This design comes from an exercise in tuning for small area on the open sky130 flow, not from production work.
Only simulation tests tie the RTL to the original design; equivalence was not proved.
Power and IR drop assume default switching activity. The flow treats the clock pin as an ideal source, which a real chip does not have.

## multistage_graph_shortest_path
module multistage_graph_shortest_path #(
  parameter int COST_WIDTH = 32
) (
  input  logic            clk,
  input  logic            rst,
  input  logic            in_valid,
  output logic            in_ready,
  input  logic [30:0]     in_data,
  output logic            out_valid,
  input  logic            out_ready,
  output logic [41:0]     out_data
);
Size in the first run: ~2,100 cells after synthesis, roughly 79 I/O pins, ~37,000 sq um of cells after synthesis.
==> module multistage_graph_shortest_path, before the edit <==
module multistage_graph_shortest_path #(
  parameter int COST_WIDTH = 32
) (
  input  logic            clk,
  input  logic            rst,
  input  logic            in_valid,
  output logic            in_ready,
  input  logic [30:0]     in_data,
  output logic            out_valid,
  input  logic            out_ready,
  output logic [41:0]     out_data
);
  localparam int CW = msgsp_pkg::CW;
  localparam logic [CW-1:0] SENT = {1'b0, {(CW-1){1'b1}}};
  localparam logic [CW-1:0] NONE = {1'b1, {(CW-1){1'b0}}};
  logic [1:0] rq;
  logic [4:0] n;
  logic [3:0] f, t;
  logic [15:0] e;
  assign rq = in_data[30:29];
  assign n  = in_data[28:24];
  assign f  = in_data[23:20];
  assign t  = in_data[19:16];
  assign e  = in_data[15:0];
  logic [CW-1:0] prev_r [16];
  logic [CW-1:0] cur_r  [16];
  logic [3:0]    hist_r [240];
  logic [CW-1:0] p0, c0;
  logic [3:0]    h0;
  assign p0 = prev_r[0];
  assign c0 = cur_r[0];
  assign h0 = hist_r[0];
  logic [3:0] lo;
  logic [3:0] row;
  logic [3:0] row_nx;
  assign row_nx = (row == 4'd1) ? 4'd15 : row - 4'd1;
  logic       any;      
  logic [3:0] sl;       
  logic       ph;       
  logic [CW-1:0] acc;   
  logic [3:0] bnode;    
  logic       emit;
  logic       ov;
  logic       tr;       
  logic       dn;       
  logic [3:0] j;
  logic [3:0] cn;
  logic is_decl, is_edge, is_solve, act;
  assign act      = in_valid && !emit;
  assign is_decl  = act && (rq == msgsp_pkg::REQ_DECL);
  assign is_edge  = act && (rq == msgsp_pkg::REQ_EDGE);
  assign is_solve = act && (rq == msgsp_pkg::REQ_SOLVE);
  logic lo_last;
  assign lo_last = (lo == 4'd15);
  logic full, decl_ok, xfer, decl_done;
  assign full      = any && (sl == 4'd15);
  assign decl_ok   = (n != 5'd0) && !full;
  assign xfer      = is_decl && decl_ok && ph;
  assign decl_done = xfer && lo_last;
  logic [CW-1:0] sum;
  logic edge_pre, src_ok, at_src, at_dst, lt, wr;
  assign edge_pre = any && (sl != 4'd0);
  assign src_ok   = (p0 != SENT) && (p0 != NONE);
  always_comb begin
    logic [CW-1:0] b;
    logic c;
    b = {{(CW-16){e[15]}}, e};
    c = 1'b0;
    for (int i = 0; i < CW; i++) begin
      sum[i] = p0[i] ^ b[i] ^ c;
      c = (p0[i] & b[i]) | (p0[i] & c) | (b[i] & c);
    end
  end
  assign at_src   = is_edge && !ph && (lo == f);
  assign at_dst   = is_edge && ph && (lo == t) && (row == sl);
  logic scan, hit;
  logic [3:0] ka, kb;
  assign scan = is_solve && ph;
  assign ka   = scan ? 4'd0 : f;
  assign kb   = scan ? 4'd1 : h0;
  always_comb begin
    logic [CW+3:0] xa, xb;
    xa = {~acc[CW-1], acc[CW-2:0], ka};
    xb = {~c0[CW-1], c0[CW-2:0], kb};
    lt = 1'b0;
    for (int i = 0; i < CW + 4; i++)
      lt = (~xa[i] & xb[i]) | (~xa[i] & lt) | (xb[i] & lt);
  end
  assign wr   = at_dst && lt;
  assign hit  = scan && ((lo == 4'd0) || (any && !lt && (c0 != NONE)));
  always_comb begin
    in_ready = 1'b0;
    if (!emit) begin
      unique case (rq)
        msgsp_pkg::REQ_DECL:  in_ready = !decl_ok || decl_done;
        msgsp_pkg::REQ_EDGE:  in_ready = !edge_pre || (at_src && !src_ok) || at_dst;
        msgsp_pkg::REQ_SOLVE: in_ready = scan && lo_last;
        default:              in_ready = 1'b1;
      endcase
    end
  end
  logic exists;
  logic [CW-1:0] init_c;
  assign exists = ({1'b0, lo} < n);
  assign init_c = exists ? (any ? SENT : '0) : NONE;
  always_ff @(posedge clk) begin
    for (int i = 0; i < 15; i++) begin
      prev_r[i] <= prev_r[i+1];
      cur_r[i]  <= cur_r[i+1];
    end
    for (int i = 0; i < 239; i++) hist_r[i] <= hist_r[i+1];
    prev_r[15] <= xfer ? c0 : p0;
    cur_r[15]  <= xfer ? init_c : (wr ? acc : c0);
    hist_r[239] <= wr ? f : h0;
  end
  logic found, last, need_tr;
  assign found   = (acc != SENT) && any;
  assign last    = !found || (j == sl);
  assign need_tr = found && (j != sl);
  assign out_valid = ov;
  assign out_data  = {j, cn, ((found && last) ? {{(32-CW){acc[CW-1]}}, acc} : 32'd0), !found, last};
  always_ff @(posedge clk) begin
    if (rst) begin
      lo   <= '0;
      row  <= 4'd15;
      any  <= 1'b0;
      ph   <= 1'b0;
      emit <= 1'b0;
      ov   <= 1'b0;
      tr   <= 1'b0;
      dn   <= 1'b0;
    end else begin
      lo <= lo + 4'd1;
      if (lo_last) row <= row_nx;
      if ((is_decl && decl_ok) || is_solve) begin
        if (lo_last) ph <= !ph;
      end else if (is_edge) begin
        if (at_src && edge_pre && src_ok) ph <= 1'b1;
        if (at_dst) ph <= 1'b0;
      end
      if (decl_done) any <= 1'b1;
      if (scan && lo_last) emit <= 1'b1;
      if (emit && !ov) begin
        if (!tr) begin
          if (!need_tr) ov <= 1'b1;
          else if (lo_last && row_nx == sl) tr <= 1'b1;
        end else begin
          if (lo == cn && !dn) dn <= 1'b1;
          if (lo_last) begin
            dn <= 1'b0;
            if (row == j + 4'd1) begin
              tr <= 1'b0;
              ov <= 1'b1;
            end
          end
        end
      end
      if (ov && out_ready && last) begin
        ov   <= 1'b0;
        emit <= 1'b0;
        any  <= 1'b0;
      end else if (ov && out_ready) begin
        ov <= 1'b0;
      end
    end
  end
  always_ff @(posedge clk) begin
    if (decl_done) sl <= any ? sl + 4'd1 : 4'd0;
    if (at_src) acc <= sum;
    if (hit) begin
      acc   <= c0;
      bnode <= lo;
    end
    if (scan && lo == 4'd0) j <= '0;
    if (emit && !ov) begin
      if (!tr) cn <= bnode;
      else if (lo == cn && !dn) cn <= h0;
    end
    if (ov && out_ready && !last) j <= j + 4'd1;
  end
endmodule
clock: 10.0 ns
lec_check: 0
cap_margin: 30
core_margin: 2
core_utilization: 40
place_density: 0.6
slew_margin: 40
standard.sh (not shown) runs the stock make flow with config.mk's settings and CLKGATE_MAP_FILE= SYNTH_SCRIPT=/design/flow/synth_recipe.tcl, a recipe that flattens the netlist after the stock synthesis.
==> flow/flow/run.sh <==
#!/bin/bash
# The standard layout (the standard.sh, standard synthesis unchanged) with
# two placement/CTS options changed:
#  - port buffers use the smallest buffer cell, sky130_fd_sc_hd__buf_1;
#  - clock tree synthesis clusters up to 30 sinks per clkbuf_16 leaf buffer
#    and inserts no dummy loads.
# make's full output goes to standard_make.log; ORFS's per-step logs stay
# under orfs/logs/.
set -euo pipefail
bash standard.sh \
  "BUFFER_PORTS_ARGS=-buffer_cell sky130_fd_sc_hd__buf_1" \
  "CTS_ARGS=-sink_clustering_enable -repair_clock_nets -dont_use_dummy_load -buf_list sky130_fd_sc_hd__clkbuf_16 -sink_clustering_size 30 -sink_clustering_max_diameter 100" \
  finish > standard_make.log 2>&1
Next try:
--- a/flow/design.v
+++ b/flow/design.v
@@ -66,42 +66,24 @@
   logic full, decl_ok, xfer, decl_done;
   assign full      = any && (sl == 4'd15);
   assign decl_ok   = (n != 5'd0) && !full;
   assign xfer      = is_decl && decl_ok && ph;
   assign decl_done = xfer && lo_last;
   logic [CW-1:0] sum;
-  logic edge_pre, src_ok, at_src, at_dst, lt, wr;
+  logic edge_pre, src_ok, at_src, at_dst, lt, eq, wr;
   assign edge_pre = any && (sl != 4'd0);
   assign src_ok   = (p0 != SENT) && (p0 != NONE);
-  always_comb begin
-    logic [CW-1:0] b;
-    logic c;
-    b = {{(CW-16){e[15]}}, e};
-    c = 1'b0;
-    for (int i = 0; i < CW; i++) begin
-      sum[i] = p0[i] ^ b[i] ^ c;
-      c = (p0[i] & b[i]) | (p0[i] & c) | (b[i] & c);
-    end
-  end
+  assign sum      = p0 + {{(CW-16){e[15]}}, e};
   assign at_src   = is_edge && !ph && (lo == f);
   assign at_dst   = is_edge && ph && (lo == t) && (row == sl);
+  assign lt       = $signed(acc) < $signed(c0);
+  assign eq       = (acc == c0);
+  assign wr       = at_dst && (lt || (eq && (f < h0)));
   logic scan, hit;
-  logic [3:0] ka, kb;
   assign scan = is_solve && ph;
-  assign ka   = scan ? 4'd0 : f;
-  assign kb   = scan ? 4'd1 : h0;
-  always_comb begin
-    logic [CW+3:0] xa, xb;
-    xa = {~acc[CW-1], acc[CW-2:0], ka};
-    xb = {~c0[CW-1], c0[CW-2:0], kb};
-    lt = 1'b0;
-    for (int i = 0; i < CW + 4; i++)
-      lt = (~xa[i] & xb[i]) | (~xa[i] & lt) | (xb[i] & lt);
-  end
-  assign wr   = at_dst && lt;
-  assign hit  = scan && ((lo == 4'd0) || (any && !lt && (c0 != NONE)));
+  assign hit  = scan && ((lo == 4'd0) || (any && !lt && !eq && (c0 != NONE)));
   always_comb begin
     in_ready = 1'b0;
     if (!emit) begin
       unique case (rq)
         msgsp_pkg::REQ_DECL:  in_ready = !decl_ok || decl_done;
         msgsp_pkg::REQ_EDGE:  in_ready = !edge_pre || (at_src && !src_ok) || at_dst;
Effect: The changed run finished clean; sequential power is about the same; worst hold slack gets better by 0.010 ns; critical path depth decreases by 14; cell count rises by 7.2%; wire length climbs by 9.8%; setup slack gains 3.3 ns; area after synthesis rose by 1.6%.

port drivers added, routing unchanged:
In the flow no input, the clock included, has a driving cell. The finished layouts below were timed again as built, in two steps. Step 1 (the two cells are an assumption about what drives the block):
set clk [get_ports {clk}]
set_driving_cell -lib_cell sky130_fd_sc_hd__clkbuf_16 $clk
set_driving_cell -lib_cell sky130_fd_sc_hd__buf_2 [delete_from_list [all_inputs] $clk]
Step 2 adds t to the input delays and takes it off the output delays; t is the mean of the earliest and latest rising clock arrival at the registers after step 1. Input paths then give back, and output paths get back, about the clock's delay inside the block. a / b / c = ideal / step 1 / step 2; a / b = the first two.
run | shift t [ns] | setup slack, ns | slew at the worst register clock pin (ns) | worst slew at a driven data input, ns | cell pins on the clock port's net
the first run | 0.689 | 0.566 / 0.605 / -0.084 | 0.11 / 0.11 | 0.11 | 1
the second run | 0.696 | 3.878 / 3.850 / 3.850 | 0.11 / 0.11 | 0.16 | 1
Met with ideal ports but missed after step 2: setup timing in the first run. The setup slack of the first run, which loses most, moves by +0.039 ns with the drivers and by -0.650 ns with both steps.
